Source: an optimization exercise on an open RTL-to-GDS flow (aim: small area). Production flows keep margins and buffers that such runs may drop.
At most, simulation tests tie the RTL to the original design; equivalence was not proved.
No activity file was given, so power comes from the tool's default toggle rates.

// joint_ramp_ctrl16
module joint_ramp_ctrl16 (
  input  logic          clk,
  input  logic          rst_n,
  input  logic          enable,
  input  logic          cmd_valid,
  output logic          cmd_ready,
  input  logic [3:0]    cmd_joint,
  input  logic [31:0]   cmd_value,
  output logic [511:0]  duty_cmd,
  output logic          period_tick,
  output logic          busy,
  output logic          fault
);
clock: 12.0 ns
lec_check: 0
cap_margin: 20
core_margin: 2
core_utilization: 50
slew_margin: 20
synth_hierarchical: 1
synth_minimum_keep_size: 0
standard.sh (not shown) runs the stock make flow with config.mk's settings and CLKGATE_MAP_FILE= SYNTH_SCRIPT=/design/flow/synth_recipe.tcl, a recipe that flattens the netlist after the stock synthesis.
==> flow/flow/run.sh <==
#!/bin/bash
set -euo pipefail
bash standard.sh finish \
  "BUFFER_PORTS_ARGS=-buffer_cell sky130_fd_sc_hd__buf_1" \
  "CTS_ARGS=-sink_clustering_enable -repair_clock_nets -dont_use_dummy_load -buf_list {sky130_fd_sc_hd__clkbuf_4} -sink_clustering_size 10 -sink_clustering_max_diameter 40" \
  > standard_flow.log 2>&1
The starting point ran to the end with no violations.
Change:
==> flow/flow/run.sh (replaced) <==
#!/bin/bash
set -euo pipefail
bash standard.sh finish \
  "BUFFER_PORTS_ARGS=-buffer_cell sky130_fd_sc_hd__buf_1" \
  "CTS_ARGS=-sink_clustering_enable -repair_clock_nets -dont_use_dummy_load -buf_list {sky130_fd_sc_hd__clkbuf_2} -sink_clustering_size 6 -sink_clustering_max_diameter 30" \
  > standard_flow.log 2>&1
What happened: Core utilization goes up by 0.18 points; non-clock buffer count stays the same; sequential share of layout area goes down by 0.15 points; via count rose slightly; clock-buffer cell count is higher by 41; power goes up slightly; clock skew came out higher by 0.070 ns; routed wire length rose slightly.
Change:
==> flow/flow/run.sh (replaced) <==
#!/bin/bash
set -euo pipefail
bash standard.sh finish \
  "BUFFER_PORTS_ARGS=-buffer_cell sky130_fd_sc_hd__buf_1" \
  "CTS_ARGS=-sink_clustering_enable -repair_clock_nets -dont_use_dummy_load -buf_list {sky130_fd_sc_hd__clkbuf_4} -sink_clustering_size 8 -sink_clustering_max_diameter 35" \
  > standard_flow.log 2>&1
After rerunning:
- final area rose slightly
- synthesized area does not change
- clock power rose by a little under a tenth
- total power rose by a few percent
- hold slack gets better by 0.051 ns

========
run 1:
The RTL this note starts from:
==> flow/design.v <==
module joint_pwm_ramp_ctrl #(
  parameter int JOINTS     = 4,
  parameter int PWM_PERIOD = 100000,
  parameter int RAMP_STEP  = 100,
  parameter int WDT_CYCLES = 5000000
) (
  input  logic                 clk,
  input  logic                 rst_n,
  input  logic                 enable,
  input  logic                 cmd_valid,
  output logic                 cmd_ready,
  input  logic [3:0]           cmd_joint,
  input  logic [31:0]          cmd_value,
  output logic [32*JOINTS-1:0] duty_cmd,
  output logic                 period_tick,
  output logic                 busy,
  output logic                 fault
);
  localparam int WDT_W  = $clog2(WDT_CYCLES + 1);
  localparam int DW     = $clog2(PWM_PERIOD + 1) + 1;    
  localparam int RINGS  = PWM_PERIOD / JOINTS;           
  localparam int HI_W   = $clog2(RINGS);
  localparam logic [HI_W-1:0]    HI_LAST  = HI_W'(RINGS - 1);
  localparam logic [WDT_W-1:0]   WDT_PRE  = WDT_W'(WDT_CYCLES - 2);
  localparam logic signed [32:0] LIM_HI   = 33'(PWM_PERIOD);
  localparam logic signed [32:0] LIM_LO   = -LIM_HI;
  localparam logic signed [DW:0] STEP_HI  = (DW+1)'(RAMP_STEP);
  localparam logic signed [DW:0] STEP_LO  = -STEP_HI;
  localparam bit                 WDT_USE_LFSR = (WDT_CYCLES == 60000) && (WDT_W == 16);
  localparam logic [15:0]        WDT_LFSR_PRE = 16'h2b75;
  function automatic logic [DW-1:0] clamp_duty(input logic [31:0] v);
    logic over_hi, over_lo;
    over_hi = !v[31] && ((|v[30:DW-1]) || (v[DW-2:0] > LIM_HI[DW-2:0]));
    over_lo =  v[31] && (!(&v[30:DW-1]) || (v[DW-2:0] < LIM_LO[DW-2:0]));
    if (over_hi)      clamp_duty = LIM_HI[DW-1:0];
    else if (over_lo) clamp_duty = LIM_LO[DW-1:0];
    else              clamp_duty = v[DW-1:0];
  endfunction
  function automatic logic [DW-1:0] ramp_duty(input logic [DW-1:0] cur, input logic [DW-1:0] tgt);
    logic signed [DW:0] c, t, s;
    logic up, opp, small_c, big_d;
    c       = $signed({cur[DW-1], cur});
    t       = $signed({tgt[DW-1], tgt});
    up      = t > c;
    s       = c + (up ? $signed(STEP_HI) : $signed(STEP_LO));
    big_d   = up ? (t > s) : (t < s);
    opp     = (cur[DW-1] && !tgt[DW-1] && (tgt != '0)) ||
              (tgt[DW-1] && !cur[DW-1] && (cur != '0));
    small_c = (c <= $signed(STEP_HI)) && (c >= $signed(STEP_LO));
    if (opp && small_c) ramp_duty = '0;
    else if (big_d)     ramp_duty = s[DW-1:0];
    else                ramp_duty = tgt;
  endfunction
  logic [JOINTS-1:0] ring_q;       
  logic [HI_W-1:0]   hi_q;         
  logic              busy_q;
  logic [WDT_W-1:0]  wdt_q;
  logic              fault_q, fault_d;
  logic [JOINTS-1:0] tv_q;         
  logic [DW-1:0]     tring_q [JOINTS];    
  logic [DW-1:0]     duty_q [JOINTS];
  logic              tick, accept, sweep_on;
  logic [JOINTS-1:0] sel, upd, wslot;
  logic [3:0]        phase, wpos;
  logic [DW-1:0]     cmd_clamped, cur_sel, t_in, new_duty;
  logic              wr0;
  assign tick        = ring_q[JOINTS-1] && (hi_q == HI_LAST);
  assign cmd_ready   = enable && !fault_q && !busy_q;
  assign busy        = busy_q;
  assign period_tick = tick;
  assign fault       = fault_q;
  assign accept      = cmd_valid && cmd_ready;
  assign cmd_clamped = clamp_duty(cmd_value);
  assign sel      = {ring_q[JOINTS-2:0], ring_q[JOINTS-1]};
  assign sweep_on = tick || (busy_q && !ring_q[JOINTS-1]);
  always_comb begin
    upd[0] = tick;
    for (int j = 1; j < JOINTS; j++) upd[j] = busy_q && ring_q[j-1];
    for (int j = 0; j < JOINTS; j++) begin
    end
    phase = '0;
    for (int i = 0; i < JOINTS; i++) if (ring_q[i]) phase = phase | 4'(i);
    wpos = cmd_joint - phase - 4'd2;
    for (int p = 0; p < JOINTS; p++) wslot[p] = accept && (wpos == 4'(p));
    wr0 = accept && (cmd_joint == 4'd0);
  end
  logic wdt_pre, wdt_clr;
  logic [WDT_W-1:0] wdt_step;
  assign wdt_clr = accept || !enable;
  if (WDT_USE_LFSR) begin : g_wdt_lfsr
    assign wdt_pre  = (wdt_q == WDT_LFSR_PRE);
    assign wdt_step = {wdt_q[14:0], ~(wdt_q[15] ^ wdt_q[14] ^ wdt_q[12] ^ wdt_q[3])};
  end else begin : g_wdt_bin
    assign wdt_pre  = (wdt_q == WDT_PRE);
    assign wdt_step = wdt_q + WDT_W'(1);
  end
  assign fault_d = enable && (fault_q || (!accept && wdt_pre));
  for (genvar g = 0; g < JOINTS; g++) begin : g_pack
    assign duty_cmd[32*g +: 32] = {{(32-DW){duty_q[g][DW-1]}}, duty_q[g]};
  end
  always_comb begin
    cur_sel = '0;
    for (int j = 0; j < JOINTS; j++) begin
      cur_sel = cur_sel | (duty_q[j] & {DW{sel[j]}});
    end
    if (wr0)          t_in = cmd_clamped;
    else if (tv_q[0]) t_in = tring_q[0];
    else             t_in = '0;
    new_duty = ramp_duty(cur_sel, t_in);
  end
  always_ff @(posedge clk or negedge rst_n) begin
    if (!rst_n) begin
      ring_q  <= JOINTS'(1);
      hi_q    <= '0;
      busy_q  <= 1'b0;
      wdt_q   <= '0;
      fault_q <= 1'b0;
      tv_q    <= '0;
    end else begin
      ring_q  <= sel;
      if (ring_q[JOINTS-1]) hi_q <= tick ? '0 : hi_q + HI_W'(1);
      busy_q  <= enable && sweep_on;
      wdt_q   <= wdt_clr ? '0 : wdt_step;
      fault_q <= fault_d;
      for (int j = 0; j < JOINTS; j++)
        tv_q[j] <= enable && !fault_d && (wslot[j] || tv_q[(j + 1) % JOINTS]);
    end
  end
  always_ff @(posedge clk) begin
    for (int p = 0; p < JOINTS; p++)
      tring_q[p] <= wslot[p] ? cmd_clamped : tring_q[(p + 1) % JOINTS];
  end
  logic [JOINTS-1:0] hold, load_n;
  logic [DW-1:0]     new_n;
  logic [DW-1:0]     duty_d [JOINTS];
  always_comb begin
    new_n = ~new_duty;
    for (int j = 0; j < JOINTS; j++) begin
      hold[j]   = enable && !upd[j];
      load_n[j] = !(enable && upd[j]);
      duty_d[j] = ~(({DW{load_n[j]}} | new_n) & ~(duty_q[j] & {DW{hold[j]}}));
    end
  end
  always_ff @(posedge clk or negedge rst_n) begin
    if (!rst_n) begin
      for (int j = 0; j < JOINTS; j++) duty_q[j] <= '0;
    end else begin
      for (int j = 0; j < JOINTS; j++) duty_q[j] <= duty_d[j];
    end
  end
endmodule
module joint_ramp_ctrl16 (
  input  logic          clk,
  input  logic          rst_n,
  input  logic          enable,
  input  logic          cmd_valid,
  output logic          cmd_ready,
  input  logic [3:0]    cmd_joint,
  input  logic [31:0]   cmd_value,
  output logic [511:0]  duty_cmd,
  output logic          period_tick,
  output logic          busy,
  output logic          fault
);
  joint_pwm_ramp_ctrl #(
    .JOINTS     (16),
    .PWM_PERIOD (2000),
    .RAMP_STEP  (50),
    .WDT_CYCLES (60000)
  ) u_ctrl (
    .clk         (clk),
    .rst_n       (rst_n),
    .enable      (enable),
    .cmd_valid   (cmd_valid),
    .cmd_ready   (cmd_ready),
    .cmd_joint   (cmd_joint),
    .cmd_value   (cmd_value),
    .duty_cmd    (duty_cmd),
    .period_tick (period_tick),
    .busy        (busy),
    .fault       (fault)
  );
endmodule
export LEC_CHECK = 0
export CAP_MARGIN = 20
export CORE_MARGIN = 2
export CORE_UTILIZATION = 50
export SLEW_MARGIN = 20
create_clock -name core_clock -period 12.0 [get_ports {clk}]
==> flow/flow/run.sh <==
#!/bin/bash
set -euo pipefail
bash standard.sh finish \
  "BUFFER_PORTS_ARGS=-buffer_cell sky130_fd_sc_hd__buf_1" \
  "CTS_ARGS=-sink_clustering_enable -repair_clock_nets -dont_use_dummy_load -buf_list {sky130_fd_sc_hd__clkbuf_8} -sink_clustering_size 16 -sink_clustering_max_diameter 50" \
  > standard_flow.log 2>&1
For run 2, these inputs were changed with respect to run 1:
==> flow/flow/run.sh <==
#!/bin/bash
set -euo pipefail
bash standard.sh finish \
  "BUFFER_PORTS_ARGS=-buffer_cell sky130_fd_sc_hd__buf_1" \
  "CTS_ARGS=-sink_clustering_enable -repair_clock_nets -dont_use_dummy_load -buf_list {sky130_fd_sc_hd__clkbuf_4} -sink_clustering_size 10 -sink_clustering_max_diameter 40" \
  > standard_flow.log 2>&1
Notes after the runs:
Run 2: full flow OK, the timing, DRC and antenna checks passed. Worst setup slack after layout: run 2 > run 1. Compared with run 1, in run 2 total routed wirelength increased 0.34%, final instance area decreased 0.68%, area overhead of the layout relative to synthesis decreased 0.70 points, number of optimization iterations in the first detailed-route pass increased 1. Delta (run 2 minus run 1): iteration-0 DRC count of the detailed router now smaller; power share of the combinational group now larger. Fraction of registers with async set/reset essentially unchanged between run 1 and run 2. Portion of total power attributed to the clock network in run 2 is 2.7 points lower than in run 1. Run 2 vs run 1: met1 usage in global routing up in run 2. Any difference in final number of max-transition violations between run 1 and run 2 is small enough to ignore.
The inputs of run 3 differ from those of run 2 as listed below.
Settings: changing CAP_MARGIN from 20 to 5; changing SLEW_MARGIN from 20 to 5.
In terms of cell area reported after detailed placement, run 3 and run 2 differ only marginally. Measured against each other, run 2 and run 3 differ in worst setup slack, the higher figure coming from run 2. Going from run 2 to run 3, final wirelength ~0 delta; part of the total power dissipated in combinational logic -0.2 points; final critical-path required period +0.57 ns.

========
joint_ramp_ctrl16, a different RTL version from the one above (not shown whole).
Size in the first run: ~1800 cells after synthesis, ~560 I/O pins, about 0.020 mm^2 of cells after synthesis.
==> flow/design.v (excerpt) <==
module joint_ramp_ctrl16 (
  input  logic          clk,
  input  logic          rst_n,
  input  logic          enable,
  input  logic          cmd_valid,
  output logic          cmd_ready,
  input  logic [3:0]    cmd_joint,
  input  logic [31:0]   cmd_value,
  output logic [511:0]  duty_cmd,
  output logic          period_tick,
  output logic          busy,
  output logic          fault
);
Settings: LEC_CHECK=0, CAP_MARGIN=20, CORE_MARGIN=2, CORE_UTILIZATION=50, SLEW_MARGIN=20, SYNTH_HIERARCHICAL=1, SYNTH_MINIMUM_KEEP_SIZE=0; clock period 12.0 ns.
==> flow/flow/run.sh <==
#!/bin/bash
set -euo pipefail
bash standard.sh finish \
  "BUFFER_PORTS_ARGS=-buffer_cell sky130_fd_sc_hd__buf_1" \
  "CTS_ARGS=-sink_clustering_enable -repair_clock_nets -dont_use_dummy_load -buf_list {sky130_fd_sc_hd__clkbuf_4} -sink_clustering_size 8 -sink_clustering_max_diameter 35" \
  > standard_flow.log 2>&1
Change:
==> flow/flow/run.sh (replaced) <==
#!/bin/bash
set -euo pipefail
bash standard.sh finish \
  "BUFFER_PORTS_ARGS=-buffer_cell sky130_fd_sc_hd__buf_1" \
  "CTS_ARGS=-sink_clustering_enable -repair_clock_nets -dont_use_dummy_load -buf_list {sky130_fd_sc_hd__clkbuf_4} -sink_clustering_size 10 -sink_clustering_max_diameter 40" \
  > standard_flow.log 2>&1
Hold slack improved by 0.018 ns.
Power went down by 4.4%.
Worst setup slack improved by 0.090 ns.
Final area went down by 0.79%.
Count of clock-buffer cells in the layout is lower by 21.
Via count hardly moves.

========
joint_ramp_ctrl16, a different RTL version from the one above (not shown whole).
For scale: ~2000 cells after synthesis, roughly 440 flip-flops, about 560 I/O pins, ~23000 sq um of cells after synthesis.
Settings: LEC_CHECK=0, CAP_MARGIN=20, CORE_MARGIN=2, CORE_UTILIZATION=30, SLEW_MARGIN=20; clock period 12.0 ns.
==> flow/flow/run.sh <==
#!/bin/bash
set -euo pipefail
bash standard.sh finish \
  "BUFFER_PORTS_ARGS=-buffer_cell sky130_fd_sc_hd__buf_1" \
  "CTS_ARGS=-sink_clustering_enable -repair_clock_nets -dont_use_dummy_load -buf_list {sky130_fd_sc_hd__clkbuf_8} -sink_clustering_size 16 -sink_clustering_max_diameter 50" \
  "RECOVER_POWER=100" \
  > standard_flow.log 2>&1
The first run finished with max-capacitance violations, max-slew violations left.
==> next run, changes <==
==> flow/flow/run.sh (replaced) <==
#!/bin/bash
set -euo pipefail
bash standard.sh finish \
  "BUFFER_PORTS_ARGS=-buffer_cell sky130_fd_sc_hd__buf_1" \
  "CTS_ARGS=-sink_clustering_enable -repair_clock_nets -dont_use_dummy_load -buf_list {sky130_fd_sc_hd__clkbuf_16} -sink_clustering_size 30 -sink_clustering_max_diameter 60" \
  "RECOVER_POWER=100" \
  > standard_flow.log 2>&1
--- a/flow/config.mk
+++ b/flow/config.mk
@@ -9,3 +9,3 @@
 export CORE_MARGIN = 2
-export CORE_UTILIZATION = 30
+export CORE_UTILIZATION = 50
 export SLEW_MARGIN = 20
- The new run completed and failed the layout checks on max-capacitance violations, max-slew violations
- final cell count fell by 13%
- synthesized cell count is unchanged
- power goes up by 5.8%
- routed wire length shrinks by 9.8%
- first-iteration DRC count went down by about 5%
- die area falls by 39%
- sequential power is about the same
- worst hold slack improved by 20 ps
- clock power came out higher by about 20%
No functional check of the RTL was part of any run of this note.

-- re-timing with driven ports --
Ports are ideal in the flow. The routed layouts listed here were re-timed in OpenROAD.
Step 1 (the two cells are an assumption about what drives the block):
set clk [get_ports {clk}]
set_driving_cell -lib_cell sky130_fd_sc_hd__clkbuf_16 $clk
set_driving_cell -lib_cell sky130_fd_sc_hd__buf_2 [delete_from_list [all_inputs] $clk]
Step 2 times the ports against the registers' clock, not the clock port: input delays grow and output delays shrink by t, the midpoint of the rising clock arrivals with the driver on.
a / b / c = ideal / step 1 / step 2; a / b = the first two.
| run | shift t [ns] | slack for setup (ns) | worst hold slack (ns) | worst register clock-pin slew, ns |
|---|---|---|---|---|
| the first run of note 1 | 0.817 | 2.005 / 2.022 / 1.206 | 0.382 / 0.382 / 0.382 | 0.12 / 0.12 |
| the second run of note 1 | 1.035 | 2.141 / 2.166 / 1.131 | 0.373 / 0.373 / 0.373 | 0.12 / 0.12 |
| the third run of note 1 | 0.787 | 2.004 / 2.025 / 1.238 | 0.423 / 0.423 / 0.423 | 0.10 / 0.10 |
| run 1 | 0.664 | 1.913 / 1.943 / 1.278 | 0.402 / 0.402 / 0.402 | 0.10 / 0.10 |
| run 2 | 0.863 | 2.110 / 2.141 / 1.278 | 0.355 / 0.355 / 0.355 | 0.11 / 0.11 |
| run 3 | 0.775 | 1.537 / 1.564 / 0.789 | 0.359 / 0.359 / 0.359 | 0.11 / 0.11 |
| the first run of note 3 | 0.818 | 2.235 / 2.262 / 1.444 | 0.386 / 0.386 / 0.386 | 0.10 / 0.10 |
| the second run of note 3 | 0.848 | 2.326 / 2.356 / 1.509 | 0.404 / 0.404 / 0.404 | 0.12 / 0.12 |
| the first run of note 4 | 0.693 | 1.620 / 1.652 / 0.959 | 0.467 / 0.467 / 0.467 | 0.11 / 0.11 |
| the second run of note 4 | 0.605 | 1.876 / 1.911 / 1.306 | 0.488 / 0.488 / 0.488 | 0.10 / 0.10 |
The setup slack of the second run of note 1, which loses most, moves by +0.025 ns with the drivers and by -1.010 ns with both steps.
